Source: an optimization exercise on an open RTL-to-GDS flow (aim: small area, a short achievable clock period and few clock cycles). Production flows keep margins and buffers that such runs may drop.
At most, simulation tests tie the RTL to the original design; equivalence was not proved.
Only the layout flow was run in runs 3 to 5; the RTL was not checked for function there.
No activity file was given, so power comes from the tool's default toggle rates.

`design.v`:
```
`timescale 1ns / 1ps
package swea_pkg;
	localparam int TIME_W = 31;
	localparam int REF_W = 32;
	localparam int TAG_W = 31;
	localparam int RANK_CNT_W = 9;
	localparam int RANK_W = 8;
	localparam int MAX_WINDOWS_PER_EVENT = 32;
	localparam int ADDR_W = 4;
	localparam int DATA_W = 32;
	localparam logic [1:0] REG_SLIDE = 2'd0;
	localparam logic [1:0] REG_RANGE = 2'd1;
	localparam logic [1:0] REG_RANKS = 2'd2;
endpackage
`timescale 1ns / 1ps
module swea_div (
	input  logic [30:0] rem,      
	input  logic [1:0]  bits,     
	input  logic [30:0] d,        
	input  logic [32:0] d3,       
	output logic [30:0] rem_nxt,
	output logic [1:0]  digit,
	output logic [32:0] s1        
);
	logic [32:0] r4;
	logic [33:0] s1w;
	logic [33:0] s2;
	logic [33:0] s3;
	always_comb begin
		r4 = {rem, bits};
		s1w = {1'b0, r4} - {3'b0, d};
		s2 = {1'b0, r4} - {2'b0, d, 1'b0};
		s3 = {1'b0, r4} - {1'b0, d3};
		if (!s3[33]) begin
			digit = 2'd3;
			rem_nxt = s3[30:0];
		end else if (!s2[33]) begin
			digit = 2'd2;
			rem_nxt = s2[30:0];
		end else if (!s1w[33]) begin
			digit = 2'd1;
			rem_nxt = s1w[30:0];
		end else begin
			digit = 2'd0;
			rem_nxt = r4[30:0];
		end
	end
	assign s1 = s1w[32:0];
endmodule
`timescale 1ns / 1ps
module sliding_window_event_assigner_core (
	input  logic                              clk,
	input  logic                              arst_n,
	input  logic                              evt_valid,
	output logic                              evt_ready,
	input  logic [swea_pkg::TIME_W-1:0]       evt_stamp,
	input  logic [swea_pkg::REF_W-1:0]        evt_ref,
	input  logic [swea_pkg::TAG_W-1:0]        evt_tag,
	input  logic                              evt_eom,
	output logic                              res_valid,
	input  logic                              res_ready,
	output logic                              res_kind,
	output logic [swea_pkg::TIME_W-1:0]       res_window_id,
	output logic [swea_pkg::RANK_W-1:0]       res_rank,
	output logic [swea_pkg::REF_W-1:0]        res_ref,
	output logic [swea_pkg::TAG_W-1:0]        res_tag,
	output logic [swea_pkg::TIME_W-1:0]       res_span_low,
	output logic [swea_pkg::TIME_W-1:0]       res_span_high,
	output logic                              res_last,
	input  logic                              psel,
	input  logic                              penable,
	input  logic                              pwrite,
	input  logic [swea_pkg::ADDR_W-1:0]       paddr,
	input  logic [swea_pkg::DATA_W-1:0]       pwdata,
	output logic [swea_pkg::DATA_W-1:0]       prdata,
	output logic                              pready
);
	localparam int TW = swea_pkg::TIME_W;
	localparam logic [2:0] S_IDLE  = 3'd0;  
	localparam logic [2:0] S_STEP  = 3'd1;  
	localparam logic [2:0] S_FIN   = 3'd2;  
	localparam logic [2:0] S_DONE  = 3'd3;  
	localparam logic [2:0] S_CBEG  = 3'd4;  
	localparam logic [2:0] S_CLOAD = 3'd5;  
	localparam logic [2:0] S_CCNT  = 3'd6;  
	localparam logic [2:0] S_CMOD  = 3'd7;  
	logic [TW-1:0] slide_q;
	logic [TW-1:0] range_q;
	logic [swea_pkg::RANK_CNT_W-1:0] rank_cnt_q;
	logic [32:0] d3_q;    
	logic szero_q;        
	logic d1_q;           
	logic [2:0] skip_q;   
	logic rzero_q;        
	logic r1_q;           
	logic [8:0] r_q;      
	logic czero_q;        
	logic [4:0] cm1_q;    
	logic [4:0] cm1mod_q; 
	logic [9:0] r3_q;     
	logic [2:0] st_q;
	logic idle_q;         
	logic wr_q;           
	logic cfg_q;          
	logic [3:0] cnt_q;
	logic fs_q;           
	logic [30:0] rem_q;
	logic [30:0] qr_q;    
	logic [7:0] m_q;      
	logic valid_q;
	logic kind_q;
	logic last_q;
	logic first_q;
	logic pend_q;         
	logic eom_q;
	logic [4:0] left_q;   
	logic [TW-1:0] w_q;
	logic [7:0] rank_q;
	logic [swea_pkg::REF_W-1:0] ref_q;
	logic [swea_pkg::TAG_W-1:0] tag_q;
	logic [TW-1:0] low_q;
	logic [TW-1:0] high_q;
	logic [TW-1:0] slo_q;     
	logic [TW-1:0] shi_q;
	logic evt_ready_q;
	logic pready_q;
	logic [swea_pkg::DATA_W-1:0] prdata_q;
	logic [TW-1:0] d;
	logic [8:0] r;
	logic [8:0] r_c;
	logic [TW-1:0] dividend;
	logic [30:0] step_rem;
	logic [1:0] step_digit;
	logic [1:0] tdig;
	logic [9:0] tx;
	logic [10:0] t1;
	logic [10:0] t2;
	logic [10:0] t3;
	logic [7:0] m_nxt;
	logic cfg_wr;
	logic accept;
	logic start;
	logic take;
	logic last_win;
	logic load;
	logic [TW:0] old_diff;
	logic clip;
	logic [TW-1:0] oldest;
	logic [4:0] left0;
	logic [9:0] radj;
	logic [7:0] rank0;
	logic [8:0] rank_inc;
	logic [7:0] rank_nxt;
	logic valid_nxt;
	logic pend_nxt;
	logic [2:0] st_nxt;
	logic [4:0] cm1_nxt;
	logic sum_nxt;
	logic [TW-1:0] d_c;
	logic [32:0] s1;
	logic [TW-1:0] low_nxt;
	logic [TW-1:0] high_nxt;
	logic emit_en;
	logic [61:0] ld;
	assign d = {slide_q[TW-1:1], slide_q[0] | szero_q};
	assign d_c = {slide_q[TW-1:1], slide_q[0] | (slide_q == '0)};
	assign r_c = rank_cnt_q[8] ? 9'd256 : rank_cnt_q;
	assign r = r_q;
	assign dividend = cfg_q ? range_q : evt_stamp;
	assign ld = {31'b0, dividend} << {skip_q, 1'b1};
	swea_div u_div (
		.rem     (rem_q),
		.bits    (qr_q[30:29]),
		.d       (d),
		.d3      (d3_q),
		.s1      (s1),
		.rem_nxt (step_rem),
		.digit   (step_digit)
	);
	always_comb begin
		tdig = qr_q[1:0];
		tx = {m_q, tdig};
		t1 = {1'b0, tx} - {2'b0, r};
		t2 = {1'b0, tx} - {1'b0, r, 1'b0};
		t3 = {1'b0, tx} - {1'b0, r3_q};
		if (!t3[10]) m_nxt = t3[7:0];
		else if (!t2[10]) m_nxt = t2[7:0];
		else if (!t1[10]) m_nxt = t1[7:0];
		else m_nxt = tx[7:0];
	end
	always_comb begin
		old_diff = {1'b0, qr_q} - {27'b0, cm1_q};
		clip = old_diff[TW];
		oldest = clip ? '0 : old_diff[TW-1:0];
		left0 = clip ? qr_q[4:0] : cm1_q;
		radj = {2'b0, m_q} - {5'b0, cm1mod_q};
		if (radj[9]) radj = radj + {1'b0, r};
		rank0 = (clip || rzero_q) ? 8'd0 : radj[7:0];
	end
	always_comb begin
		cfg_wr = psel && penable && pready_q && pwrite;
		accept = evt_valid && evt_ready_q;
		start = (st_q == S_DONE) && (accept || pend_q);
		take = valid_q && res_ready;
		load = idle_q && evt_valid;
		last_win = left_q == 5'd0;
		rank_inc = {1'b0, rank_q} + 9'd1;
		rank_nxt = (rzero_q || (rank_inc == r)) ? 8'd0 : rank_inc[7:0];
		cm1_nxt = (qr_q[30:5] != '0) ? 5'd31 : (qr_q[4:0] - 5'd1);
		sum_nxt = valid_q ? (kind_q ? !res_ready : (res_ready && last_win && eom_q))
			: (accept && czero_q && evt_eom);
		emit_en = take || accept || start;
	end
	always_comb begin
		low_nxt = low_q;
		high_nxt = high_q;
		if (first_q) begin
			if (w_q < low_q) low_nxt = w_q;
			if (qr_q > high_q) high_nxt = qr_q;
		end
	end
	always_comb begin
		st_nxt = st_q;
		case (st_q)
			S_IDLE: if (load) st_nxt = S_STEP;
			S_STEP: if (cnt_q == 4'd0) st_nxt = cfg_q ? S_CCNT : S_FIN;
			S_FIN: st_nxt = S_DONE;
			S_DONE: if (start) st_nxt = S_IDLE;
			S_CBEG: st_nxt = S_CLOAD;
			S_CLOAD: st_nxt = S_STEP;
			S_CCNT: st_nxt = S_CMOD;
			S_CMOD: if (cnt_q[1:0] == 2'd0) st_nxt = S_IDLE;
			default: st_nxt = S_IDLE;
		endcase
		if (wr_q) st_nxt = S_CBEG;
	end
	always_comb begin
		if (valid_q) begin
			valid_nxt = !(res_ready && (kind_q || (last_win && !eom_q)));
		end else begin
			valid_nxt = start || (accept && czero_q && evt_eom);
		end
		pend_nxt = pend_q;
		if (start) begin
			pend_nxt = 1'b0;
		end else if (accept && !czero_q) begin
			pend_nxt = 1'b1;
		end
		if (wr_q) pend_nxt = 1'b0;
	end
	always_ff @(posedge clk or negedge arst_n) begin
		if (!arst_n) begin
			st_q <= S_CBEG;
			idle_q <= 1'b0;
			wr_q <= 1'b0;
			pend_q <= 1'b0;
			valid_q <= 1'b0;
			evt_ready_q <= 1'b0;
			pready_q <= 1'b0;
			first_q <= 1'b0;
			slide_q <= TW'(1);
			range_q <= TW'(1);
			rank_cnt_q <= 9'd1;
			low_q <= '1;
			high_q <= '0;
		end else begin
			st_q <= st_nxt;
			idle_q <= (st_nxt == S_IDLE) && !czero_q;
			wr_q <= cfg_wr && (paddr[3:2] != 2'd3);
			valid_q <= valid_nxt;
			pend_q <= pend_nxt;
			evt_ready_q <= !(psel && pwrite) && !wr_q && !valid_nxt && !pend_nxt
				&& ((st_nxt == S_IDLE) || (!czero_q && (st_nxt == S_DONE)));
			pready_q <= psel && penable && !pready_q;
			first_q <= start;
			if (cfg_wr) begin
				case (paddr[3:2])
					swea_pkg::REG_SLIDE: slide_q <= pwdata[TW-1:0];
					swea_pkg::REG_RANGE: range_q <= pwdata[TW-1:0];
					swea_pkg::REG_RANKS: rank_cnt_q <= pwdata[swea_pkg::RANK_CNT_W-1:0];
					default: begin
					end
				endcase
			end
			if (take && kind_q) begin
				low_q <= '1;
				high_q <= '0;
			end else begin
				low_q <= low_nxt;
				high_q <= high_nxt;
			end
		end
	end
	always_ff @(posedge clk) begin
		if (st_q == S_CBEG) begin
			szero_q <= slide_q == '0;
			d1_q <= slide_q[TW-1:1] == '0;
			if (slide_q[TW-1:11] != '0) skip_q <= 3'd5;
			else if (slide_q[10:9] != '0) skip_q <= 3'd4;
			else if (slide_q[8:7] != '0) skip_q <= 3'd3;
			else if (slide_q[6:5] != '0) skip_q <= 3'd2;
			else if (slide_q[4:3] != '0) skip_q <= 3'd1;
			else skip_q <= 3'd0;
			r_q <= r_c;
			rzero_q <= r_c == 9'd0;
			r1_q <= r_c == 9'd1;
			r3_q <= {1'b0, r_c} + {r_c, 1'b0};
		end
		if (st_q == S_CLOAD) d3_q <= s1;
		if (st_q == S_CCNT) begin
			czero_q <= qr_q == '0;
			cm1_q <= cm1_nxt;
		end
		if (st_q == S_CMOD && cnt_q[1:0] == 2'd0) begin
			cm1mod_q <= m_nxt[4:0];
		end
		if (st_q == S_CBEG) cfg_q <= 1'b1;
		if (st_q == S_CMOD && cnt_q[1:0] == 2'd0) cfg_q <= 1'b0;
		if (idle_q || st_q == S_CLOAD) rem_q <= d1_q ? 31'b0 : ld[61:31];
		else if (st_q == S_CBEG) rem_q <= d_c;
		else rem_q <= step_rem;
		if (idle_q || st_q == S_CLOAD) begin
			qr_q <= {ld[30:1], dividend[TW-1] & d1_q};
			m_q <= {7'b0, dividend[TW-1] & d1_q & !r1_q};
			cnt_q <= 4'd14 - {1'b0, skip_q};
			fs_q <= 1'b1;
		end else if (st_q == S_STEP) begin
			qr_q <= {qr_q[28:0], step_digit};
			if (!fs_q) m_q <= m_nxt;
			cnt_q <= cnt_q - 4'd1;
			fs_q <= 1'b0;
		end else if (st_q == S_FIN) begin
			m_q <= m_nxt;
		end else if (st_q == S_CBEG) begin
			qr_q[30:29] <= 2'b0;
		end else if (st_q == S_CCNT) begin
			qr_q[1:0] <= {1'b0, cm1_nxt[4]};
			m_q <= 8'd0;
			cnt_q <= 4'd2;
		end else if (st_q == S_CMOD) begin
			qr_q[1:0] <= (cnt_q[1:0] == 2'd2) ? cm1_q[3:2] : cm1_q[1:0];
			m_q <= m_nxt;
			cnt_q <= cnt_q - 4'd1;
		end
		if (accept) begin
			eom_q <= evt_eom;
			tag_q <= evt_tag;
		end
		if (accept || (take && last_win)) begin
			ref_q <= (valid_q || czero_q) ? '0 : evt_ref;
		end
		if (emit_en) begin
			if (valid_q) begin
				kind_q <= kind_q || (last_win && eom_q);
				last_q <= last_win || ((left_q == 5'd1) && !eom_q);
				w_q <= last_win ? '0 : w_q + TW'(1);
				rank_q <= last_win ? 8'd0 : rank_nxt;
				left_q <= left_q - 5'd1;
			end else begin
				kind_q <= czero_q;
				last_q <= czero_q || ((left0 == 5'd0) && !(pend_q ? eom_q : evt_eom));
				w_q <= czero_q ? '0 : oldest;
				rank_q <= czero_q ? 8'd0 : rank0;
				left_q <= left0;
			end
		end
		slo_q <= sum_nxt ? low_nxt : '0;
		shi_q <= sum_nxt ? high_nxt : '0;
		case (paddr[3:2])
			swea_pkg::REG_SLIDE: prdata_q <= {1'b0, slide_q};
			swea_pkg::REG_RANGE: prdata_q <= {1'b0, range_q};
			swea_pkg::REG_RANKS: prdata_q <= {23'b0, rank_cnt_q};
			default: prdata_q <= '0;
		endcase
	end
	assign prdata = prdata_q;
	assign pready = pready_q;
	assign evt_ready = evt_ready_q;
	assign res_valid = valid_q;
	assign res_kind = kind_q;
	assign res_window_id = w_q;
	assign res_rank = rank_q;
	assign res_ref = ref_q;
	assign res_tag = tag_q;
	assign res_span_low = slo_q;
	assign res_span_high = shi_q;
	assign res_last = last_q;
endmodule
```
`flow/run.sh`:
```
#!/bin/bash
set -euo pipefail
cd "$(dirname "$0")/.."
bash standard.sh SETUP_SLACK_MARGIN=6.5 "BUFFER_PORTS_ARGS=-buffer_cell sky130_fd_sc_hd__buf_1" finish > flow_standard.log 2>&1
```
`standard.sh`:
```
#!/bin/bash
# synth_recipe.tcl (not shown) runs the flow's synth.tcl, then flattens the netlist and writes it again
# the make line also repeats each setting of config.mk as NAME=value (left out here)
make -C /OpenROAD-flow-scripts/flow DESIGN_CONFIG=/design/flow/config.mk WORK_HOME=/design/flow/orfs CLKGATE_MAP_FILE= SYNTH_SCRIPT=/design/flow/synth_recipe.tcl "${@:-finish}"
```
`config.mk`:
```
export PLATFORM = sky130hd
export DESIGN_NAME = sliding_window_event_assigner_core
export DESIGN_NICKNAME = sliding_window_event_assigner_core
export VERILOG_FILES = /design/flow/design.v
export SDC_FILE = /design/flow/constraint.sdc
export NUM_CORES = 4
export LEC_CHECK = 0
export CAP_MARGIN = 10
export CORE_MARGIN = 2
export CORE_UTILIZATION = 55
export SLEW_MARGIN = 10
```
`constraint.sdc`:
```
create_clock -name core_clock -period 10.0 [get_ports {clk}]
set_input_delay 2.0000 -clock core_clock [delete_from_list [all_inputs] [get_ports {clk}]]
set_output_delay 2.0000 -clock core_clock [all_outputs]
set_load 0.01 [all_outputs]
```
==> metrics.md, run 1 <==
| Metric | Value |
|---|---|
| Status | complete, no violations |
| Count of final setup violators | 0 |
| Initial Utilization | 55.5% |
| Slew Viols, Final | 0 |
| Setup crit end | rem_q[30] |
| Sequential-to-total area share from yosys stat | a little over two fifths |
| # DRC | 0 |
| CP arrival | just over 4 ns |
| Final Cycle Share | a little over a third |
| Die H | approximately 240 µm |
| Vias in the first global route | 24,500 |
| CTS root buffer | clkbuf_16 |
| Maximum VDD drop | between 0.2 and 0.3 mV |
| Main synth FF type | edfxtp_1 |
| Startpoint types | flip-flop |
| Number of synthesis warnings | 2 |
| Sequential cell area | between 0.01 and 0.015 mm² |
| Fin Setup TNS | 0 ns |
| Fill cells | ~4,500 |
| Io pins | 339 |
| Top cells by count, synth | nor2_1, nand2_1, ha_1, inv_1, edfxtp_1 |
| Largest net degree at the start of global routing | 63 |
| Fmax | 278 MHz |
| WL per Instance | around 23 µm |
| Area occupied by multi-input gates | around 0.016 mm² |
| Reg-to-reg slack, setup | between 6 and 7 ns |
| Clock latency (worst-skew pair) | 0.63 ns |
| Clock Skew | around 0.031 ns |
| RSZ-0062 raised after global routing | true |
| Setup WS pre-CTS | ~5.3 ns |
| Final ANT Viol Nets | 0 |
| Grt total ovfl | 0 |
| Number of flops mapped to enable cells by yosys | 215 |
| CP Capture Type | flip-flop |
| Gate Count Post-Synth | roughly 3,000 |
| Routed WL | around 94 mm |
| Leak | 15.1 nW |
| WHS | 0.460 ns |
| GR Util All Layers | between 30% and 40% |
| Pwr dens | 334 mW/mm² |
| Worst Slack Setup Final | around 6.4 ns |
| CTS clk-pin slew, worst paths | 0.06 ns |
| Core Area | 0.0537 mm² |
| Largest area contributor in the netlist | edfxtp_1 |
| Max-cap violations | 0 |
| CP Class | reg -> reg |
| CTS tree | done |
| Worst min path class | reg -> reg |
| Area grow syn2layout | 17.7% |
| Worst Tran Pin Value | 1.14 ns |
| Global placement routability congestion | 1.00 |
| Row count | 85 |
| Worst path required time | between 10 and 15 ns |
| Port bufs | about 330 |
| Dpl cells | approximately 4,000 |
| Tot Pwr | around 0.012 W |
| Yosys top cell area share | a little over a fifth |
| Hold Vio Cnt, Final | 0 |
| CTS H-tree depth | 2 |
| Clock sink count | between 400 and 500 |
| First-pass GRT wire length | ~140 mm |
| Routed vias | 25,000 |
| DIE WIDTH | approximately 240 µm |
| Synthesized flop and latch total | a little under 500 |
| Die ar. | 0.0561 mm² |
| Worst Setup SP | slide_q[0] |
| Share of cells above drive strength 1 | 14.1% |
| Inserted Clock Buffers | 54 |
| 1st-iter DRT viols | about 2,000 |
| Count leader, synth | nor2_1 |
| R2r startpoint | slide_q[0] |
| FF-to-FF End | rem_q[30] |
| Final std cells w/o fill | 4,120 |
| Async set or reset register ratio after synthesis | slightly below 30% |
| Synth Net Count | 3,378 |
| DRT Pass-1 Iters | 9 |
| Top post-synthesis cells by area | edfxtp_1, ha_1, dfrtp_1, dfxtp_1, mux2i_1 |
| Hpwl dp | between 60 and 70 mm |
| Slew headroom | a little under a quarter |
| CP max FO | 3 |
| Initial antenna violation count | 5 |
| R2R cell count | 14 |
| Tmin final | ~3.6 ns |
| Synth Cell Area | 0.0298 mm² |
| Average size of a mapped cell | a little under 10 µm² |
| Cell variety after synth | 94 |
| Clock Tree Buf Depth | 3 |
| Net count, final | roughly 3,700 |
| Vias per cell | 6.06 |
critical path, cell delays in order (launching register included):
cell,delay (ns)
dfstp_2,0.58
or2_4,0.16
ha_4,0.15
inv_2,0.04
fa_2,0.35
a211o_1,0.34
a41o_1,0.31
a21oi_4,0.21
o21ai_4,0.11
a21oi_4,0.23
o21ai_2,0.09
a311o_1,0.42
mux2_4,0.27
nand3_1,0.08
o2111ai_1,0.11
metal layers:
metal	vias to the layer above	track usage, %	wire length [µm]
li1	11600	-	-
met1	12100	41.4	38000
met2	1011	52.8	43600
met3	262	5.99	6680
met4	4	18.0	5710
met5	-	0	20
area by class of cell:
cell class                      count  share of cell area [%]
Timing Repair inverter              1                  0.0143
Tap cell                          696                    2.48
Antenna cell                        3                  0.0214
Clock buffer                       76                    4.68
Clock inverter                     26                   0.849
Timing Repair Buffer              428                    6.10
Inverter                          223                    2.47
Sequential cell                   491                    36.4
Multi-Input combinational cell   2176                    47.0
power breakdown:
group / total, W / internal, W / switching [W]
combinational: 0.00609 / 0.00257 / 0.00352
sequential: 0.00349 / 0.00286 / 0.000631
clock: 0.00215 / 0.00126 / 0.000890
registers in the layout, summed over array words and instances, names as in the netlist, 8 cells and up:
| signal | flops |
|---|---|
| shi_q | 31 |
| w_q | 31 |
| r_q | 9 |
| ref_q | 32 |
| slide_q | 31 |
| d3_q | 33 |
| rem_q | 31 |
| low_q | 31 |
| rank_cnt_q | 9 |
| range_q | 31 |
| slo_q | 31 |
| m_q | 8 |
| high_q | 31 |
| prdata_q | 31 |
| qr_q | 31 |
| r3_q | 9 |
| rank_q | 8 |
| tag_q | 31 |
cells in the final DEF, fill, tap and decap left out, drive strengths merged, types with 108 or more instances in the layout:
cell    Yosys  routed
inv       222     228
edfxtp    215     215
a21oi     168     168
o21ai     156     156
mux2i     145     145
buf        31     423
dfxtp     133     133
dfrtp     108     108
nand2     241     241
nor2      292     292
ha        222     222
through the flow:
step           instance area, µm²  util [%]
2_1_floorplan               29900         -
3_3_place_gp                31700      59.1
3_5_place_dp                31700      59.1
4_1_cts                     34500      64.3
5_1_grt                     35100      65.3
6_report                    35100      65.3
logic make-up after synthesis:
family,Yosys count,share of synthesized area [%]
and+or+nand+nor,846,13.1
AOI/OAI and AO/OA,669,14.6
DFF,491,42.8
buffers and inverters,346,4.55
muxes,238,9.49
adders and majority gates,232,9.99
xor gates and xnor gates,185,5.44
other,1,0.0126
worst min path at each step:
| stage | depth (start not counted) | endpoint | startpoint | slack (ns) |
|---|---|---|---|---|
| floorplan | 2 | fs_q | fs_q | 0.45 |
| global placement | 1 | pready_q | pready_q | 0.43 |
| detailed placement | 1 | pready_q | pready_q | 0.46 |
| CTS | 1 | pready_q | pready_q | 0.46 |
| global route | 1 | pready_q | pready_q | 0.49 |
| finish | 1 | pready_q | pready_q | 0.46 |
timing repair:
item                                    CTS  global route
hold buffers                              0             0
gates cloned                              7             3
buffers inserted                         36            27
pin swaps                                24            32
resized for setup                       111            76
endpoints found under the setup margin  229           172
Testbench counts, summed over its fixed seeds: cycles 41,102.
==> run 2: changes to the inputs <==
--- a/config.mk
+++ b/config.mk
@@ -7,5 +7,5 @@
 export LEC_CHECK = 0
-export CAP_MARGIN = 10
+export CAP_MARGIN = 20
 export CORE_MARGIN = 2
-export CORE_UTILIZATION = 55
-export SLEW_MARGIN = 10
+export CORE_UTILIZATION = 40
+export SLEW_MARGIN = 20
==> run 2 against run 1 <==
- first-iteration DRC count down 17%
- cell count is 6.8% higher
- cell area is 1.0% higher
- critical path depth rose by 1
- worst hold slack worse by 0.012 ns
- wire length fell by 4.5%
- clock power barely moved
- flip-flop and latch count stayed put
- combinational power fell by 2%
- via count shrank 3.8%
- sequential power fell by 1%
==> metrics.md, run 2 <==
| Metric | Value |
|---|---|
| Worst Tran Pin Value | 1.05 ns (-0.0898 ns) |
| Io pins | 339 (unchanged) |
| Compound-Gate Fraction of Synth Area | 14.6% (unchanged) |
| Buf+Inv Stages, Crit Path | 2 (+1) |
| Fin Setup TNS | 0 ns (unchanged) |
| Slowest-stage cell, CP | dfstp_2 |
| Fill cells | 7,039 (+58%) |
| Clock Tree Buf Depth | 3 (unchanged) |
| Initial Utilization | 40.2% (-15 points) |
| Design area | 0.0354 mm² (+1.0%) |
| CP Class | reg -> reg |
| Hold Vio Cnt, Final | 0 (unchanged) |
| Max-cap violations | 0 (unchanged) |
| Synthesized flop and latch total | 491 (unchanged) |
| Synth Cell Area | 0.0298 mm² (unchanged) |
| Setup WS pre-CTS | 5.12 ns (-0.169 ns) |
| CTS tree | done |
| Die ar. | 0.0767 mm² (+37%) |
| Post-synthesis simple-gate area fraction | 13.1% (unchanged) |
| Port bufs | 334 (unchanged) |
| Count leader, synth | nor2_1 |
| Clock Skew | 0.0237 ns (-0.00758 ns) |
| Final std cells w/o fill | 4,400 (+6.8%) |
| Pwr dens | 325 mW/mm² (-2.8%) |
| Gate Count Post-Synth | 3,008 (unchanged) |
| Row count | 100 (+18%) |
| Area occupied by multi-input gates | 0.0164 mm² (-0.61%) |
| CTS H-tree depth | 2 (unchanged) |
| CTS clk-pin slew, worst paths | 0.06 ns (about the same) |
| Async set or reset register ratio after synthesis | 29.1% (unchanged) |
| Dominant combinational cell family by area after synthesis | compound AO/OA/AOI/OAI gates |
| Fmax | 280 MHz (+0.77%) |
| Net count, final | 3,750 (+0.13%) |
| Tmin final | 3.57 ns (-0.0274 ns) |
| Area post-placement | 0.0321 mm² (+1.1%) |
| Most flops, register | d3_q |
| Initial antenna violation count | 3 (-2) |
| # DRC | 0 (unchanged) |
| Adder-cell share of the synthesized area | 9.99% (unchanged) |
| Synth Area in XOR/XNOR | 5.44% (unchanged) |
| Leak | 15.2 nW (+0.43%) |
| Area grow syn2layout | 18.9% |
| Synth Net Count | 3,378 (unchanged) |
| GR Util All Layers | 22.8% (-9.8 points) |
| Routed WL | 89.9 mm (-4.5%) |
| Highest routed layer | met5 |
| CP Capture Type | flip-flop |
| Routed vias | 24,000 (-3.8%) |
| Number of flops mapped to enable cells by yosys | 215 (unchanged) |
| Critical Path Max Stage Delay | 0.56 ns (-0.02 ns) |
| Final Cycle Share | 35.7% (-0.27 points) |
| Clock latency (worst-skew pair) | 0.64 ns (about the same) |
| Sequential-to-total area share from yosys stat | 42.8% (unchanged) |
| Tot Pwr | 0.0115 W (-1.8%) |
| CTS root buffer | clkbuf_16 |
| Maximum VDD drop | 0.141 mV (-50%) |
| Inserted Clock Buffers | 58 (+7.4%) |
| Slew headroom | 29.8% (+5.8 points) |
| Status | complete, no violations |
| Number of synthesis warnings | 2 (unchanged) |
| Vias per cell | 5.46 (-9.9%) |
| Core Area | 0.0741 mm² (+38%) |
| Metal-1 WL | 39.3 mm (+3.3%) |
| 1st-iter DRT viols | 1,624 (-17%) |
| Clock sink count | 491 (unchanged) |
| Worst Slack Setup Final | 6.43 ns (+0.0274 ns) |
| Commonest non-fill, non-tap cell in the layout | buf_1 |
| Grt total ovfl | 0 (unchanged) |
| Global placement routability congestion | 0.949 (-5.2%) |
| Worst min path class | reg -> reg |
| DIE WIDTH | 277 µm (+17%) |
| Max reg flops | 33 (unchanged) |
| Highest-count cells in the layout ignoring fill and taps | buf_1, nor2_1, nand2_1 |
| Worst path top cell family by delay | compound AO/OA/AOI/OAI gates |
| RSZ-0062 raised after global routing | true |
| Sequential cell area | 0.0128 mm² (unchanged) |
| Startpoint types | flip-flop |
| Top post-synthesis cells by area | edfxtp_1, ha_1, dfrtp_1, dfxtp_1, mux2i_1 |
| CP max FO | 3 (unchanged) |
| Vias in the first global route | 23,300 (-5.1%) |
| Final ANT Viol Nets | 0 (unchanged) |
| Reg-to-reg slack, setup | 6.43 ns (+0.03 ns) |
| Slew Viols, Final | 0 (unchanged) |
| Count of final setup violators | 0 (unchanged) |
| CP arrival | 4.08 ns (-0.02 ns) |
| Cell variety after synth | 94 (unchanged) |
| # hold bufs at CTS | 0 (unchanged) |
| Largest net degree at the start of global routing | 63 (unchanged) |
| Die H | 277 µm (+17%) |
| WL per Instance | 20.4 µm (-11%) |
| Top Registers | d3_q x33, ref_q x32 |
| Dpl cells | 4,214 (+6.9%) |
| Yosys top cell area share | 21.7% (unchanged) |
| Largest area contributor in the netlist | edfxtp_1 |
| Critical Path, Cell by Cell | or2_4, ha_4, inv_2, fa_2, a211o_1, a41o_1, a21oi_4, o21ai_4, a21oi_4, buf_6, o21ai_4, a311o_1, mux2_4, nand3_1, o2111ai_1 |
| Mux share of post-synthesis cell area | 9.49% (unchanged) |
| Average size of a mapped cell | 9.91 µm² (unchanged) |
| Share of cells above drive strength 1 | 13.8% (-0.27 points) |
| DRT Pass-1 Iters | 6 (-3) |
| Main synth FF type | edfxtp_1 |
| Top cells by count, synth | nor2_1, nand2_1, ha_1, inv_1, edfxtp_1 |
| WL met3 | 5.45 mm (-18%) |
| Met2 wire length | 42.0 mm (-3.8%) |
| Worst path required time | 10.51 ns (+0.02 ns) |
| First-pass GRT wire length | 137 mm (-3.0%) |
| Hpwl dp | 65.7 mm (-2.5%) |
[run 2: kinds of logic (layout without fill, tap and decap cells)]
group	count (synthesis)	after routing
xor gates and xnor gates	185	185
DFF	491	491
adders and majority gates	232	232
AOI/OAI and AO/OA	669	669
muxes	238	238
and+or+nand+nor	846	847
buffers and inverters	346	767
other	1	2
[run 2: final timing paths]
path                         endpoint  depth (start not counted)        from
hold / removal               pready_q                          1    pready_q
min in group asynchronous   low_q[27]                          1      arst_n
setup reg to reg            rem_q[30]                         15  slide_q[0]
max in group asynchronous  slide_q[8]                          3      arst_n
setup / recovery            rem_q[30]                         15  slide_q[0]
hold reg to reg              pready_q                          1    pready_q
[run 2: area by class of cell]
cell class / instances / area share, %
antenna: 1 / 0.00706
clock buffer: 90 / 4.95
clock inverter: 20 / 0.491
inverter: 223 / 2.40
multi-input combinational: 2172 / 46.3
sequential: 491 / 36.0
tap: 969 / 3.42
timing repair buffer: 433 / 6.45
timing repair inverter: 1 / 0.0141
[run 2: routing by layer]
layer  vias up  track usage, %
met3       155            3.52
met4         4            7.98
met5         -               0
li1      11500               -
met2       751            37.3
met1     11600            30.6
[run 2: per-stage QoR]
step	utilization (%)	hold slack [ns]
floorplan	-	0.454
global placement	43.3	0.433
detailed placement	43.3	0.442
CTS	47.1	0.449
global route	47.8	0.497
finish	47.8	0.448
[run 2: what timing repair did]
action / 4_1_cts / 5_1_grt
endpoints found under the setup margin: 259 / 211
pin swaps: 46 / 42
cloned: 6 / 0
resized for setup: 102 / 74
buffers inserted: 41 / 27
[run 2: where the power goes]
group	internal (W)	switching [W]
sequential	0.00286	0.000584
clock	0.00124	0.000886
combinational	0.00259	0.00336
[run 2: worst register-to-register path: cells and delay by family (launching register included)]
family	cells	cell delay [ns]
flops	1	0.56
simple gates	2	0.22
mux	1	0.27
buf+inv	2	0.18
fa+ha+maj	2	0.48
compound gates	8	1.75
==> run 3: changes to the inputs <==
--- a/design.v
+++ b/design.v
@@ -318,5 +318,5 @@
 		if (st_q == S_CMOD && cnt_q[1:0] == 2'd0) cfg_q <= 1'b0;
-		if (idle_q || st_q == S_CLOAD) rem_q <= d1_q ? 31'b0 : ld[61:31];
-		else if (st_q == S_CBEG) rem_q <= d_c;
-		else rem_q <= step_rem;
+		if (st_q == S_STEP) rem_q <= step_rem;
+		else if (idle_q || st_q == S_CLOAD) rem_q <= d1_q ? 31'b0 : ld[61:31];
+		else rem_q <= d_c;
 		if (idle_q || st_q == S_CLOAD) begin
==> run 3 against run 2 <==
- critical path depth stayed put
- via count hardly changed
- cell count fell by 0.43%
- non-clock buffer count down 20
- sequential share of layout area rose by 0.56 points
- maximum frequency is 2.0% higher
- core utilization down 0.18 points
- sequential power fell by 1%
- clock skew fell by 0.0092 ns
- critical path type unchanged
- largest power group unchanged
==> metrics.md, run 3 <==
| Metric | Value |
|---|---|
| Vias in the first global route | 23,200 (-0.13%) |
| GR Util All Layers | 22.7% (-0.028 points) |
| First-pass GRT wire length | 137 mm (-0.11%) |
| Net count, final | 3,740 (-0.27%) |
| Io pins | 339 (unchanged) |
| CP Class | reg -> reg |
| Die H | 276 µm (-0.21%) |
| Commonest non-fill, non-tap cell in the layout | buf_1 |
| Max-cap violations | 0 (unchanged) |
| Slew headroom | 31.5% (+1.8 points) |
| # DRC | 0 (unchanged) |
| Top post-synthesis cells by area | edfxtp_1, ha_1, dfrtp_1, dfxtp_1, mux2i_1 |
| CTS root buffer | clkbuf_16 |
| Top cells by count, synth | nor2_1, nand2_1, ha_1 |
| DIE WIDTH | 276 µm (-0.21%) |
| CTS H-tree depth | 2 (unchanged) |
| Grt total ovfl | 0 (unchanged) |
| Worst min path class | reg -> reg |
| Port bufs | 334 (unchanged) |
| Clock Tree Buf Depth | 3 (unchanged) |
| DRT Pass-1 Iters | 5 (-1) |
| 1st-iter DRT viols | 1,925 (+19%) |
| Main synth FF type | edfxtp_1 |
| Synth Net Count | 3,381 (+0.089%) |
| CP max FO | 5 (+2) |
| Initial antenna violation count | 2 (-1) |
| Critical Path, Cell by Cell | or2_2, ha_1, inv_1, fa_2, a211oi_4, o211ai_1, nand3_2, a31oi_4, a311oi_2, buf_4, o21ai_2, xor2_1, mux2_2, mux2i_1, o221ai_1 |
| Final Cycle Share | 35.1% (-0.69 points) |
| Row count | 99 (-1.0%) |
| Area grow syn2layout | 17.6% |
| RSZ-0062 raised after global routing | true |
| Tot Pwr | 0.0113 W (-1.8%) |
| Routed WL | 90.0 mm (+0.18%) |
| CP arrival | 4.01 ns (-0.07 ns) |
| Count of final setup violators | 0 (unchanged) |
| Max reg flops | 33 (unchanged) |
| Fin Setup TNS | 0 ns (unchanged) |
| Worst path top cell family by delay | compound AO/OA/AOI/OAI gates |
| Startpoint types | flip-flop |
| Slew Viols, Final | 0 (unchanged) |
| Number of synthesis warnings | 2 (unchanged) |
| Cell variety after synth | 81 (-14%) |
| Final ANT Viol Nets | 0 (unchanged) |
| Synthesized flop and latch total | 491 (unchanged) |
| Number of flops mapped to enable cells by yosys | 215 (unchanged) |
| Clock latency (worst-skew pair) | 0.63 ns (about the same) |
| Buf+Inv Stages, Crit Path | 2 (unchanged) |
| Maximum VDD drop | 0.165 mV (+17%) |
| Fmax | 285 MHz (+2.0%) |
| Sequential-to-total area share from yosys stat | 42.9% (+0.18 points) |
| Share of cells above drive strength 1 | 12.2% (-1.6 points) |
| Yosys top cell area share | 21.8% (+0.091 points) |
| Inserted Clock Buffers | 57 (-1.7%) |
| Die ar. | 0.0764 mm² (-0.41%) |
| CTS tree | done |
| # hold bufs at CTS | 0 (unchanged) |
| Largest area contributor in the netlist | edfxtp_1 |
| Largest net degree at the start of global routing | 71 (+13%) |
| Worst path required time | 10.50 ns (about the same) |
| Count leader, synth | nor2_1 |
| Hpwl dp | 66.2 mm (+0.69%) |
| Initial Utilization | 40.5% (+0.30 points) |
| WL per Instance | 20.6 µm (+0.61%) |
| CTS clk-pin slew, worst paths | 0.07 ns (about the same) |
| Global placement routability congestion | 0.926 (-2.5%) |
| Slowest-stage cell, CP | edfxtp_1 |
| Fill cells | 6,943 (-1.4%) |
| Average size of a mapped cell | 9.86 µm² (-0.52%) |
| Leak | 14.9 nW (-1.5%) |
| Routed vias | 24,000 (-0.071%) |
| Clock sink count | 491 (unchanged) |
| Core Area | 0.0732 mm² (-1.2%) |
| Hold Vio Cnt, Final | 0 (unchanged) |
| Highest-count cells in the layout ignoring fill and taps | buf_1, nor2_1, nand2_1 |
| Status | complete, no violations |
| Gate Count Post-Synth | 3,011 (+0.10%) |
| Pwr dens | 324 mW/mm² (-0.26%) |
| Tmin final | 3.51 ns (-0.0687 ns) |
| Critical Path Max Stage Delay | 0.37 ns (-0.19 ns) |
| Synth Cell Area | 0.0297 mm² (-0.42%) |
| Worst Tran Pin Value | 1.02 ns (-0.0265 ns) |
| Vias per cell | 5.48 (+0.36%) |
| CP Capture Type | flip-flop |
| Async set or reset register ratio after synthesis | 29.1% (unchanged) |
| Clock Skew | 0.0144 ns (-0.00924 ns) |
| Top Registers | d3_q x33, ref_q x32 |
| Most flops, register | d3_q |
-- run 3: cell count changes after synthesis, moves of 8 or more --
cell,before,now
o21ai_0,130,175
buf_2,12,2
a221o_1,9,1
nor3_1,43,53
a21oi_1,166,154
o21ai_1,26,3
and3_1,27,19
clkbuf_1,92,101
nand3_1,45,58
-- run 3: final cells by class --
type	instances	area, µm²	share of cell area, %
flip-flops and latches	491	12800	36.6
clock inverters	26	221	0.635
repair inverters	1	5.00	0.0143
inverters	217	825	2.36
well taps	959	1200	3.44
repair buffers	413	2000	5.73
diodes	3	7.51	0.0215
multi-input cells	2189	16200	46.3
clock buffers	82	1720	4.93
-- run 3: metrics by stage --
step	utilization, %	std cells	hold slack [ns]	instance area, µm²	setup WS (ns)
after floorplan	-	3011	0.464	29700	6.25
after detailed placement	43.8	4219	0.442	32000	5.39
after global placement	43.8	4219	0.437	32000	5.42
after global routing	47.7	4380	0.482	34900	6.26
after CTS	47.0	4355	0.461	34400	6.41
final	47.7	4381	0.458	34900	6.49
-- run 3: repair_timing --
action	in CTS	in global routing
cloned	4	3
buffers inserted	24	20
pin swaps	14	16
setup endpoints to repair	222	162
gates resized for setup	50	79
-- run 3: worst paths after layout --
kind	startpoint	to	slack [ns]	depth (start not counted)
worst max-delay path	szero_q	rem_q[28]	6.49	15
worst min-delay path	pready_q	pready_q	0.46	1
worst max register to register	szero_q	rem_q[28]	6.49	15
worst min register to register	pready_q	pready_q	0.46	1
max in group asynchronous	arst_n	slide_q[20]	6.87	3
min in group asynchronous	arst_n	low_q[10]	1.67	1
-- run 3: routing by layer --
| metal | part of all wire (%) | track usage (%) | vias to the layer above | wire length (µm) |
|---|---|---|---|---|
| met3 | 6.7 | 3.74 | 167 | 6030 |
| met2 | 46 | 37.3 | 790 | 41700 |
| met5 | 0 | 0 | - | 0 |
| met1 | 43 | 30.4 | 11500 | 39200 |
| li1 | - | - | 11600 | - |
| met4 | 3.5 | 7.92 | 0 | 3150 |
-- run 3: logic make-up after synthesis --
family	synth area share [%]
buffers and inverters	4.30
and+or+nand+nor	13.6
DFF	42.9
adders and majority gates	10.0
muxes	9.76
other	0.0126
xor gates and xnor gates	5.31
AOI/OAI and AO/OA	14.0
-- run 3: worst reg2reg max path, delay by kind of cell, from the launching register on --
kind	cells	cell delay, ns
AOI/OAI and AO/OA	6	1.17
and+or+nand+nor	2	0.53
adders and majority gates	2	0.49
muxes	2	0.43
DFF	1	0.37
buffers and inverters	2	0.26
xor gates and xnor gates	1	0.13
-- run 3: report_power, final --
part           leakage, nW  total (W)  internal (W)  switching [W]
Combinational         9.13    0.00576       0.00244        0.00332
Sequential            4.85    0.00341       0.00282       0.000585
Clock                0.958    0.00215       0.00125       0.000895
Total                 14.9     0.0113       0.00651        0.00480
==> run 4: changes to the inputs <==
==> flow/run.sh (replaced) <==
#!/bin/bash
set -euo pipefail
cd "$(dirname "$0")/.."
bash standard.sh SETUP_SLACK_MARGIN=6.8 "BUFFER_PORTS_ARGS=-buffer_cell sky130_fd_sc_hd__buf_1" finish > flow_standard.log 2>&1
==> run 4 against run 3 <==
- still clean
- cell area is 6.9% higher
- global-route usage is 1.7 points higher
- setup slack better by 0.24 ns
- synthesized cell count did not move
- cell count up 3.7%
- maximum frequency rose by 7.4%
- first-iteration DRC count grew 8.2%
- count of clock-buffer cells in the layout up 2
- die area is the same
- synthesized area did not move
- critical path depth decreased by 14
- largest cell class unchanged
==> metrics.md, run 4 <==
| Metric | Value |
|---|---|
| Status | complete, no violations |
| WL per Instance | 21.4 µm (+4.1%) |
| Io pins | 339 (unchanged) |
| Worst Slack Setup Final | 6.74 ns (+0.241 ns) |
| Die H | 276 µm (unchanged) |
| CP max FO | 1 (-4) |
| CTS tree | done |
| Slew headroom | 22.3% (-9.2 points) |
| Max-cap violations | 0 (unchanged) |
| Yosys top cell area share | 21.8% (unchanged) |
| Row count | 99 (unchanged) |
| Critical Path Max Stage Delay | 0.46 ns (+0.09 ns) |
| Leak | 16.1 nW (+7.7%) |
| Setup WS pre-CTS | 5.40 ns (+0.00802 ns) |
| Clock Skew | 0.0249 ns (+0.0105 ns) |
| Area grow syn2layout | 25.7% |
| Top cells by count, synth | nor2_1, nand2_1, ha_1 |
| 1st-iter DRT viols | 2,083 (+8.2%) |
| Vias per cell | 5.52 (+0.67%) |
| Initial Utilization | 40.5% (unchanged) |
| Startpoint types | flip-flop |
| Pwr dens | 334 mW/mm² (+2.9%) |
| Synth Net Count | 3,381 (unchanged) |
| Synthesized flop and latch total | 491 (unchanged) |
| CTS H-tree depth | 2 (unchanged) |
| Top Registers | d3_q x33, ref_q x32 |
| Tmin final | 3.26 ns (-0.241 ns) |
| WHS | 0.510 ns (+0.0526 ns) |
| CP Class | reg -> out |
| Cell variety after synth | 81 (unchanged) |
| Most flops, register | d3_q |
| Async set or reset register ratio after synthesis | 29.1% (unchanged) |
| Clock sink count | 491 (unchanged) |
| Slew Viols, Final | 0 (unchanged) |
| RSZ-0062 raised after global routing | true |
| Vias in the first global route | 24,100 (+3.7%) |
| Main synth FF type | edfxtp_1 |
| Global placement routability congestion | 0.989 (+6.8%) |
| Fmax | 306 MHz (+7.4%) |
| Grt total ovfl | 0 (unchanged) |
| Hold Vio Cnt, Final | 0 (unchanged) |
| Final Cycle Share | 32.6% (-2.4 points) |
| # DRC | 0 (unchanged) |
| Count leader, synth | nor2_1 |
| Net count, final | 3,905 (+4.4%) |
| Count of final setup violators | 0 (unchanged) |
| Critical Path, Cell by Cell | buf_1 |
| # diodes | 0 (-3) |
| Synth Cell Area | 0.0297 mm² (unchanged) |
| Gate Count Post-Synth | 3,011 (unchanged) |
| Largest area contributor in the netlist | edfxtp_1 |
| CP arrival | 1.26 ns (-2.75 ns) |
| CTS root buffer | clkbuf_16 |
| DRT Pass-1 Iters | 5 (unchanged) |
| Commonest non-fill, non-tap cell in the layout | nor2_1 |
| Port bufs | 334 (unchanged) |
| Worst Tran Pin Value | 1.17 ns (+0.145 ns) |
| Top post-synthesis cells by area | edfxtp_1, ha_1, dfrtp_1, dfxtp_1, mux2i_1 |
| Number of flops mapped to enable cells by yosys | 215 (unchanged) |
| Die ar. | 0.0764 mm² (unchanged) |
| Routed vias | 25,100 (+4.4%) |
| Core Area | 0.0732 mm² (unchanged) |
| # hold bufs at CTS | 0 (unchanged) |
| First-pass GRT wire length | 145 mm (+6.0%) |
| Routed WL | 97.2 mm (+8.0%) |
| Hpwl dp | 68.1 mm (+3.0%) |
| Initial antenna violation count | 0 (-2) |
| GR Util All Layers | 24.5% (+1.7 points) |
| Worst path required time | 8.00 ns (-2.50 ns) |
| Slowest-stage cell, CP | edfxtp_1 |
| DIE WIDTH | 276 µm (unchanged) |
| CP Capture Type | output port |
| Average size of a mapped cell | 9.86 µm² (unchanged) |
| Largest net degree at the start of global routing | 139 (+96%) |
| Highest-count cells in the layout ignoring fill and taps | nor2_1, buf_1, nand2_1 |
| Worst path top cell family by delay | flip-flops |
| Sequential-to-total area share from yosys stat | 42.9% (unchanged) |
| Fill cells | 6,736 (-3.0%) |
| Max reg flops | 33 (unchanged) |
| Share of cells above drive strength 1 | 21.5% (+9.2 points) |
| Number of synthesis warnings | 2 (unchanged) |
| Inserted Clock Buffers | 57 (unchanged) |
| Worst min path class | reg -> reg |
| Maximum VDD drop | 0.156 mV (-5.7%) |
| Clock Tree Buf Depth | 3 (unchanged) |
| CTS clk-pin slew, worst paths | 0.06 ns (about the same) |
| Fin Setup TNS | 0 ns (unchanged) |
| Buf+Inv Stages, Crit Path | 1 (-1) |
| Final ANT Viol Nets | 0 (unchanged) |
| Clock latency (worst-skew pair) | 0.63 ns (about the same) |
==> run 4: cell types whose count changed in the layout (fill, tap and decap cells not counted), moves of 11 or more <==
cell,change
a21oi_2,+11
o21ai_0,-22
o21ai_1,+14
ha_1,-22
buf_6,+12
buf_1,-52
clkbuf_2,+37
a21oi_1,-13
mux2i_4,+11
buf_4,+151
ha_4,+19
mux2i_1,-15
==> run 4: power by group <==
| group | total, W | switching (W) | internal [W] |
|---|---|---|---|
| logic | 0.00684 | 0.00379 | 0.00305 |
| registers | 0.00341 | 0.000587 | 0.00282 |
| clock network | 0.00220 | 0.000888 | 0.00131 |
==> run 4: repair_timing <==
item	in CTS	in global routing
cloned	9	2
gates resized for setup	210	198
buffers inserted	136	71
setup endpoints to repair	363	246
pin swaps	71	68
==> run 4: cell families after synthesis <==
group	after synthesis	share of synthesized area, %
buffers and inverters	333	4.30
other	1	0.0126
and+or+nand+nor	870	13.6
muxes	246	9.76
xor gates and xnor gates	180	5.31
adders and majority gates	232	10.0
AOI/OAI and AO/OA	658	14.0
DFF	491	42.9
==> run 4: final timing paths <==
path | startpoint | slack [ns] | depth (start not counted) | to
hold reg to reg | fs_q | 0.51 | 2 | fs_q
setup / recovery | tag_q[5] | 6.74 | 1 | res_tag[5]
min in group asynchronous | arst_n | 1.39 | 1 | low_q[6]
setup reg to reg | qr_q[30] | 6.74 | 14 | rem_q[4]
hold / removal | fs_q | 0.51 | 2 | fs_q
max in group asynchronous | arst_n | 7.44 | 2 | slide_q[3]
==> run 4: cell type report <==
cell class	instances	area (µm²)	share of cell area, %
Multi-Input combinational cell	2190	17000	45.7
Sequential cell	491	12800	34.3
Timing Repair Buffer	577	3470	9.30
Clock buffer	84	1660	4.46
Tap cell	959	1200	3.22
Inverter	217	838	2.25
Clock inverter	24	310	0.832
Timing Repair inverter	1	5.00	0.0134
==> run 4: layer usage <==
layer  vias up  track usage (%)  part of all wire (%)
met4         2             9.75                   3.7
li1      11900                -                     -
met3       175             4.21                   6.9
met1     12100             33.5                    44
met2       937             38.5                    46
met5         -            0.500                 0.050
==> run 4: through the flow <==
step                      instance area [µm²]  power (W)  utilization (%)  std cells
after global placement                  32100    0.00866             43.8       4217
after CTS                               36000     0.0118             49.2       4470
final                                   37300     0.0124             50.9       4543
after detailed placement                32100    0.00871             43.8       4217
after global routing                    37300     0.0132             50.9       4543
after floorplan                         29900    0.00716                -       3011
==> run 5: changes to the inputs <==
--- a/design.v
+++ b/design.v
@@ -90,3 +90,3 @@
 	logic [32:0] d3_q;    
-	logic szero_q;        
+	logic d0_q;           
 	logic d1_q;           
@@ -164,3 +164,3 @@
 	logic [61:0] ld;
-	assign d = {slide_q[TW-1:1], slide_q[0] | szero_q};
+	assign d = {slide_q[TW-1:1], d0_q};
 	assign d_c = {slide_q[TW-1:1], slide_q[0] | (slide_q == '0)};
@@ -294,4 +294,4 @@
 	always_ff @(posedge clk) begin
-		if (st_q == S_CBEG) begin
-			szero_q <= slide_q == '0;
+		begin
+			d0_q <= d_c[0];
 			d1_q <= slide_q[TW-1:1] == '0;
==> run 5 against run 4 <==
- clock skew about the same
- worst hold slack worse by 0.059 ns
- first-iteration DRC count decreased by 12%
- register-to-register slack lost 0.42 ns
- cell count shrank 0.79%
- largest cell class unchanged
- critical endpoint is now rem_q[21]
- wire length shrank 3.1%
- still clean
- cell area shrank 2.7%
- core utilization shrank 1.2 points
- synthesized cell count increased by 0.63%
- die area decreased by 0.65%
- sequential power about the same
==> metrics.md, run 5 <==
| Metric | Value |
|---|---|
| Status | complete, no violations |
| Routed WL | 94.2 mm (-3.1%) |
| Highest-count cells in the layout ignoring fill and taps | nor2_1, buf_1, nand2_1 |
| Main synth FF type | edfxtp_1 |
| Die ar. | 0.0759 mm² (-0.65%) |
| Metal-1 WL | 39.4 mm (-7.1%) |
| Pwr dens | 339 mW/mm² (+1.5%) |
| Top Registers | d3_q x33, ref_q x32 |
| Commonest non-fill, non-tap cell in the layout | nor2_1 |
| Initial Utilization | 40.4% (-0.13 points) |
| Largest net degree at the start of global routing | 63 (-55%) |
| Net count, final | 3,865 (-1.0%) |
| Buf+Inv Stages, Crit Path | 4 (+3) |
| Fill cells | 6,787 (+0.76%) |
| Async set or reset register ratio after synthesis | 29.1% (unchanged) |
| Most common cell on crit path | buf_6 |
| Most flops, register | d3_q |
| Leak | 15.5 nW (-3.9%) |
| Yosys top cell area share | 19.4% (-2.4 points) |
| Grt total ovfl | 0 (unchanged) |
| Area post-placement | 0.0318 mm² (-0.71%) |
| Die H | 275 µm (-0.33%) |
| Worst Slack Setup Final | 6.32 ns (-0.416 ns) |
| Count of final setup violators | 0 (unchanged) |
| CTS tree | done |
| Synthesized flop and latch total | 491 (unchanged) |
| Critical Path Max Stage Delay | 0.52 ns (+0.06 ns) |
| Hold_sp | pready_q |
| Top post-synthesis cells by area | edfxtp_1, dfxtp_1, ha_1, dfrtp_1, mux2i_1 |
| Clock Tree Buf Depth | 3 (unchanged) |
| Routed vias | 24,800 (-1.1%) |
| Slowest-stage cell, CP | edfxtp_1 |
| Clock Skew | 0.0249 ns (-0.0000167 ns) |
| CTS clk-pin slew, worst paths | 0.06 ns (about the same) |
| Max reg flops | 33 (unchanged) |
| Final Cycle Share | 36.8% (+4.2 points) |
| Global placement routability congestion | 0.948 (-4.1%) |
| Port bufs | 334 (unchanged) |
| CP arrival | 4.17 ns (+2.91 ns) |
| Count leader, synth | nor2_1 |
| Inserted Clock Buffers | 55 (-3.5%) |
| DRT Pass-1 Iters | 7 (+2) |
| Average size of a mapped cell | 9.73 µm² (-1.3%) |
| Max-cap violations | 0 (unchanged) |
| Vias per cell | 5.50 (-0.26%) |
| Clock sink count | 491 (unchanged) |
| Highest routed layer | met5 |
| Worst Tran Pin Value | 1.06 ns (-0.104 ns) |
| R2r startpoint | qr_q[30] |
| Sequential-to-total area share from yosys stat | 42.4% (-0.56 points) |
| Largest area contributor in the netlist | edfxtp_1 |
| First-pass GRT wire length | 139 mm (-4.5%) |
| Met2 wire length | 43.9 mm (-1.2%) |
| CP Capture Type | flip-flop |
| CTS H-tree depth | 2 (unchanged) |
| Top cells by count, synth | nor2_1, nand2_1, inv_1 |
| Synth Cell Area | 0.0295 mm² (-0.66%) |
| Sequential cell area | 0.0125 mm² (-2.1%) |
| Cell variety after synth | 80 (-1.2%) |
| Hpwl dp | 66.4 mm (-2.6%) |
| Share of cells above drive strength 1 | 17.8% (-3.7 points) |
| DIE WIDTH | 275 µm (-0.33%) |
| Initial antenna violation count | 13 (+13) |
| Worst Setup SP | qr_q[30] |
| CTS root buffer | clkbuf_16 |
| Final ANT Viol Nets | 0 (unchanged) |
| Number of flops mapped to enable cells by yosys | 190 (-12%) |
| Startpoint types | flip-flop |
| Vias in the first global route | 23,700 (-1.8%) |
| Clock latency (worst-skew pair) | 0.63 ns (about the same) |
| # DRC | 0 (unchanged) |
| Row count | 99 (unchanged) |
| Core Area | 0.0730 mm² (-0.34%) |
| Worst path top cell family by delay | compound AO/OA/AOI/OAI gates |
| Tmin final | 3.68 ns (+0.416 ns) |
| RSZ-0062 raised after global routing | true |
| Setup WS pre-CTS | 5.08 ns (-0.314 ns) |
| Maximum VDD drop | 0.204 mV (+31%) |
| WL met3 | 7.51 mm (+13%) |
| Gate Count Post-Synth | 3,030 (+0.63%) |
| Worst min path class | reg -> reg |
| CP max FO | 5 (+4) |
| Area grow syn2layout | 23.1% |
| Worst path required time | 10.49 ns (+2.49 ns) |
| Number of synthesis warnings | 2 (unchanged) |
| Fmax | 272 MHz (-11%) |
| Design area | 0.0363 mm² (-2.7%) |
| Slew headroom | 28.6% (+6.3 points) |
| 1st-iter DRT viols | 1,825 (-12%) |
| GR Util All Layers | 23.7% (-0.77 points) |
| WL per Instance | 20.9 µm (-2.4%) |
| Critical Path, Cell by Cell | buf_6, ha_4, nand2b_4, a2111oi_4, a211oi_4, o31a_1, o41ai_4, buf_4, a41oi_4, buf_6, buf_12, mux2_4, o211ai_1, o221ai_1 |
| Fin Setup TNS | 0 ns (unchanged) |
| Hold Vio Cnt, Final | 0 (unchanged) |
| Synth Net Count | 3,400 (+0.56%) |
| CP Class | reg -> reg |
| Final core occ | 49.8% (-1.2 points) |
| Io pins | 339 (unchanged) |
| Area occupied by multi-input gates | 0.0168 mm² (-1.6%) |
| Slew Viols, Final | 0 (unchanged) |
## run 5: kinds of logic after synthesis
| kind of cell | share of synthesized area (%) |
|---|---|
| DFF | 42.4 |
| AOI/OAI and AO/OA | 14.6 |
| and+or+nand+nor | 13.4 |
| buffers and inverters | 4.45 |
| xor gates and xnor gates | 5.44 |
| muxes | 9.63 |
| other | 0.0127 |
| adders and majority gates | 10.1 |
## run 5: cell type report
class | count | share of cell area, %
multi-input combinational | 2197 | 46.2
sequential | 491 | 34.5
timing repair buffer | 522 | 8.34
clock buffer | 68 | 4.29
tap | 959 | 3.31
inverter | 227 | 2.37
clock inverter | 36 | 1.01
antenna | 6 | 0.0414
timing repair inverter | 1 | 0.0138
## run 5: final timing paths
path	to	slack, ns	cells past startpoint
worst max-delay path	rem_q[21]	6.32	14
worst min-delay path	pready_q	0.45	1
worst max register to register	rem_q[21]	6.32	14
worst min register to register	pready_q	0.45	1
max in group asynchronous	range_q[11]	7.07	3
min in group asynchronous	low_q[13]	1.68	1
## run 5: metal layers
| metal | vias to the layer above | track usage, % |
|---|---|---|
| li1 | 11800 | - |
| met1 | 12000 | 31.1 |
| met2 | 847 | 38.5 |
| met3 | 184 | 5.11 |
| met4 | 8 | 8.69 |
| met5 | - | 0 |
## run 5: metrics by stage
step | total power (W) | instances | hold WS (ns)
after floorplan | 0.00743 | 3030 | 0.384
after global placement | 0.00883 | 4230 | 0.433
after detailed placement | 0.00889 | 4230 | 0.445
after CTS | 0.0117 | 4425 | 0.453
after global routing | 0.0131 | 4504 | 0.483
final | 0.0123 | 4507 | 0.451
## run 5: repair_timing
item / in CTS / in global routing
cloned: 6 / 3
hold buffers: 0 / 0
pin swaps: 34 / 48
endpoints found under the setup margin: 395 / 345
gates resized for setup: 130 / 135
setup buffers: 85 / 72
## run 5: report_power, final
part,total (W),switching [W],internal (W),leakage [nW]
Clock,0.00215,0.000920,0.00123,0.947
Combinational,0.00675,0.00380,0.00295,9.69
Sequential,0.00340,0.000562,0.00284,4.84
==> run 6: changes to the inputs <==
--- a/design.v
+++ b/design.v
@@ -294,3 +294,3 @@
 	always_ff @(posedge clk) begin
-		begin
+		if (st_q == S_CBEG) begin
 			d0_q <= d_c[0];
--- a/config.mk
+++ b/config.mk
@@ -11 +11,2 @@
 export SLEW_MARGIN = 20
+export TNS_END_PERCENT = 10
==> run 6 against run 5 <==
- still clean
- die area is 2.8% higher
- non-clock buffer count decreased by 68
- maximum frequency increased by 7.1%
- critical path depth up 1
- clock power down 2%
- synthesized area grew 2.9%
- cell count rose by 0.49%
- first-iteration DRC count up 3.6%
- global-route usage rose by 0.56 points
- total power is 1.7% lower
- critical path type unchanged
- largest cell class unchanged
==> metrics.md, run 6 <==
| Metric | Value |
|---|---|
| Sw Ratio | 43.7% (+0.70 points) |
| Max reg flops | 33 (unchanged) |
| R2r startpoint | qr_q[29] |
| Synth Area in XOR/XNOR | 5.43% (-0.0077 points) |
| R2R cell count | 15 (+1) |
| Adder-cell share of the synthesized area | 9.82% (-0.28 points) |
| 1st-iter DRT viols | 1,890 (+3.6%) |
| Io pins | 339 (unchanged) |
| Async set or reset register ratio after synthesis | 29.1% (unchanged) |
| Cell variety after synth | 86 (+7.5%) |
| Gate Count Post-Synth | 3,129 (+3.3%) |
| Dpl cells | 4,326 (+2.3%) |
| Final Cycle Share | 34.4% (-2.4 points) |
| Maximum VDD drop | 0.216 mV (+5.9%) |
| Area grow syn2layout | 19.3% |
| Buf+Inv Stages, Crit Path | 4 (unchanged) |
| GR Util All Layers | 24.3% (+0.56 points) |
| Largest area contributor in the netlist | edfxtp_1 |
| Sw power | 0.00528 W (-0.14%) |
| CTS root buffer | clkbuf_16 |
| Hold depth | 1 (unchanged) |
| Clock latency (worst-skew pair) | 0.66 ns (+0.03 ns) |
| Hold Path End | pready_q |
| CTS tree | done |
| Main synth FF type | edfxtp_1 |
| Seq pwr share | 28.4% (+0.8 points) |
| Critical Path Max Stage Delay | 0.45 ns (-0.07 ns) |
| DIE WIDTH | 279 µm (+1.4%) |
| Critical Path, Cell by Cell | inv_2, buf_6, ha_4, inv_2, fa_2, a211oi_4, o21ai_4, buf_6, a22o_4, or3_4, a31oi_4, o21ai_2, xnor2_2, a21oi_1, o31ai_1 |
| Synth Net Count | 3,499 (+2.9%) |
| Yosys top cell area share | 21.3% (+1.9 points) |
| Leak | 14.8 nW (-4.3%) |
| Tmin final | 3.44 ns (-0.243 ns) |
| CTS clk-pin slew, worst paths | 0.06 ns (about the same) |
| CP max FO | 2 (-3) |
| Synth Cell Area | 0.0303 mm² (+2.9%) |
| Routed WL | 97.7 mm (+3.7%) |
| Slew headroom | 33.2% (+4.6 points) |
| Global placement routability congestion | 0.950 (+0.19%) |
| Final core occ | 48.4% (-1.3 points) |
| Worst path required time | 10.54 ns (+0.05 ns) |
| Port bufs | 334 (unchanged) |
| Die ar. | 0.0780 mm² (+2.8%) |
| Share of cells above drive strength 1 | 14.2% (-3.5 points) |
| Post-synthesis simple-gate area fraction | 13.4% (-0.037 points) |
| First-pass GRT wire length | 146 mm (+5.7%) |
| Hold_sp | pready_q |
| Sequential-to-total area share from yosys stat | 42.0% (-0.36 points) |
| Slew Viols, Final | 0 (unchanged) |
| Number of flops mapped to enable cells by yosys | 215 (+13%) |
| Design area | 0.0362 mm² (-0.37%) |
| Highest-count cells in the layout ignoring fill and taps | buf_1, edfxtp_1, ha_1 |
| Commonest non-fill, non-tap cell in the layout | buf_1 |
| Dominant combinational cell family by area after synthesis | compound AO/OA/AOI/OAI gates |
| Synthesized flop and latch total | 491 (unchanged) |
| Routed vias | 25,400 (+2.4%) |
| Pwr dens | 334 mW/mm² (-1.4%) |
| Grt total ovfl | 0 (unchanged) |
| Max-cap violations | 0 (unchanged) |
| FF-to-FF End | rem_q[20] |
| Slowest-stage cell, CP | edfxtp_1 |
| Area post-placement | 0.0326 mm² (+2.4%) |
| Compound-Gate Fraction of Synth Area | 17.7% (+3.1 points) |
| Final std cells w/o fill | 4,529 (+0.49%) |
| Hpwl dp | 71.3 mm (+7.4%) |
| CP arrival | 3.98 ns (-0.19 ns) |
| CP Capture Type | flip-flop |
| # DRC | 0 (unchanged) |
| Count of final setup violators | 0 (unchanged) |
| Hold Vio Cnt, Final | 0 (unchanged) |
| Top cells by count, synth | ha_1, edfxtp_1, nor2_1 |
| Most flops, register | d3_q |
| Vias in the first global route | 24,700 (+4.2%) |
| Largest net degree at the start of global routing | 63 (unchanged) |
| Number of synthesis warnings | 2 (unchanged) |
| Reg-to-reg slack, setup | 6.56 ns (+0.24 ns) |
| Clock sink count | 491 (unchanged) |
| Initial Utilization | 40.6% (+0.20 points) |
| CP Class | reg -> reg |
| Core Area | 0.0747 mm² (+2.4%) |
| Average size of a mapped cell | 9.69 µm² (-0.38%) |
| Clock power frac | 17.5% (about the same) |
| Worst Tran Pin Value | 1.00 ns (-0.0591 ns) |
| Count leader, synth | ha_1 |
| Startpoint types | flip-flop |
| Net count, final | 3,874 (+0.23%) |
| Inserted Clock Buffers | 57 (+3.6%) |
| Status | complete, no violations |
| Worst min path class | reg -> reg |
| RSZ-0062 raised after global routing | true |
| Die H | 279 µm (+1.4%) |
| CTS H-tree depth | 2 (unchanged) |
| DRT Pass-1 Iters | 8 (+1) |
| Fmax | 291 MHz (+7.1%) |
| Top Registers | d3_q x33, ref_q x32 |
| Mux share of post-synthesis cell area | 7.19% (-2.4 points) |
| Initial antenna violation count | 7 (-6) |
| P_int | 0.00681 W (-3.0%) |
| Clock Tree Buf Depth | 3 (unchanged) |
| Vias per cell | 5.61 (+1.9%) |
| Worst path top cell family by delay | compound AO/OA/AOI/OAI gates |
| Logic gate share of total power | 54.2% (-0.7 points) |
| Fin Setup TNS | 0 ns (unchanged) |
| Final ANT Viol Nets | 0 (unchanged) |
| WL per Instance | 21.6 µm (+3.2%) |
| Clock Skew | 0.0593 ns (+0.0344 ns) |
| Row count | 100 (+1.0%) |
| Top post-synthesis cells by area | edfxtp_1, ha_1, dfrtp_1, dfxtp_1, a21oi_1 |
[run 6: changes by cell type in the layout (fill, tap and decap cells not counted), moves of 35 or more]
cell and change:
a21boi_0 +61, a21oi_1 +45, buf_1 +40, buf_4 -62, mux2i_1 -57, nand2_1 -35, nand3_1 +94, nor2_1 -88
o21ai_0 +59
[run 6: worst reg2reg max path: stages (launching register included)]
cell      delay [ns]
edfxtp_1        0.45
inv_2           0.10
buf_6           0.09
ha_4            0.15
inv_2           0.04
fa_2            0.37
a211oi_4        0.34
o21ai_4         0.11
buf_6           0.14
a22o_4          0.24
or3_4           0.42
a31oi_4         0.22
o21ai_2         0.09
xnor2_2         0.21
a21oi_1         0.09
o31ai_1         0.27
[run 6: routing by layer]
metal | wire length [µm] | GRT usage [%] | share of wire, % | up-vias
li1 | - | - | - | 12100
met1 | 42000 | 31.3 | 43 | 12300
met2 | 45500 | 40.1 | 47 | 801
met3 | 5780 | 4.01 | 5.9 | 188
met4 | 4350 | 10.8 | 4.5 | 2
met5 | 20 | 0 | 0.020 | -
[run 6: repair_timing]
item                       in CTS  in global routing
setup buffers                  44                 39
hold buffers                    0                  0
cloned                          3                  1
pin swaps                      39                 38
resized for setup             130                 90
setup endpoints to repair     428                455
[run 6: cell families after synthesis]
logic type / after synthesis
compound gates: 850
simple gates: 839
flops: 491
buf+inv: 353
fa+ha+maj: 232
xor+xnor: 188
mux: 175
other cells: 1
[run 6: final cells by class]
cell class | instances | area (µm²)
diodes | 7 | 17.5
clock buffers | 87 | 1720
clock inverters | 21 | 176
fillers | 7118 | 38500
inverters | 213 | 833
multi-input cells | 2286 | 17100
flip-flops and latches | 491 | 12800
well taps | 969 | 1210
repair buffers | 454 | 2340
repair inverters | 1 | 5.00
[run 6: worst max path at each step]
stage / from / end / slack [ns] / depth (start not counted)
global placement: qr_q[30] / qr_q[1] / 5.35 / 12
floorplan: evt_valid / evt_ready_q / 6.27 / 9
detailed placement: evt_valid / w_q[30] / 5.36 / 6
CTS: qr_q[24] / shi_q[22] / 6.53 / 11
finish: qr_q[29] / rem_q[20] / 6.56 / 15
global route: qr_q[29] / rem_q[20] / 6.55 / 15
[run 6: through the flow]
stage          setup slack (ns)  hold WS [ns]  total power, W
2_1_floorplan              6.27         0.451         0.00738
3_3_place_gp               5.35         0.442         0.00902
3_5_place_dp               5.36         0.435         0.00906
4_1_cts                    6.53         0.444          0.0117
5_1_grt                    6.55         0.476          0.0129
6_report                   6.56         0.442          0.0121
[run 6: power groups by stage]
| stage | combinational, W | sequential (W) | clock [W] |
|---|---|---|---|
| 2_1_floorplan | 0.00412 | 0.00327 | 0 |
| 3_3_place_gp | 0.00554 | 0.00348 | 0 |
| 3_5_place_dp | 0.00558 | 0.00348 | 0 |
| 4_1_cts | 0.00611 | 0.00342 | 0.00216 |
| 5_1_grt | 0.00716 | 0.00348 | 0.00222 |
| 6_report | 0.00655 | 0.00343 | 0.00211 |
Testbench counts of run 6, summed over its fixed seeds: cycles 41,102.

[re-timing with driven ports]
No port has a modelled driver above. Below, the same layouts with a new extraction and two added sets of constraints.
Step 1 (the two cells are an assumption about what drives the block):
set clk [get_ports {clk}]
set_driving_cell -lib_cell sky130_fd_sc_hd__clkbuf_16 $clk
set_driving_cell -lib_cell sky130_fd_sc_hd__buf_2 [delete_from_list [all_inputs] $clk]
Step 2 moves the port delays by t, midway between the first and last clock arrival at a register: inputs arrive t later, outputs are due t later. That takes back most of the time a late clock gives input paths.
Three values: no drivers, after step 1, after step 2; two values: the first two.
| run | t, ns | setup WS [ns] | slew at the worst register clock pin (ns) |
|---|---|---|---|
| run 1 | 0.684 | 6.399 / 6.399 / 5.976 | 0.07 / 0.07 |
| run 2 | 0.694 | 6.426 / 6.426 / 6.040 | 0.07 / 0.07 |
| run 3 | 0.688 | 6.495 / 6.495 / 6.046 | 0.07 / 0.07 |
| run 4 | 0.688 | 6.736 / 6.670 / 6.266 | 0.07 / 0.07 |
| run 5 | 0.686 | 6.320 / 6.320 / 6.178 | 0.07 / 0.07 |
| run 6 | 0.699 | 6.563 / 6.546 / 6.092 | 0.07 / 0.07 |
After both steps every run listed still meets setup and hold. The setup slack of run 6, which loses most, moves by -0.017 ns with the drivers and by -0.471 ns with both steps.
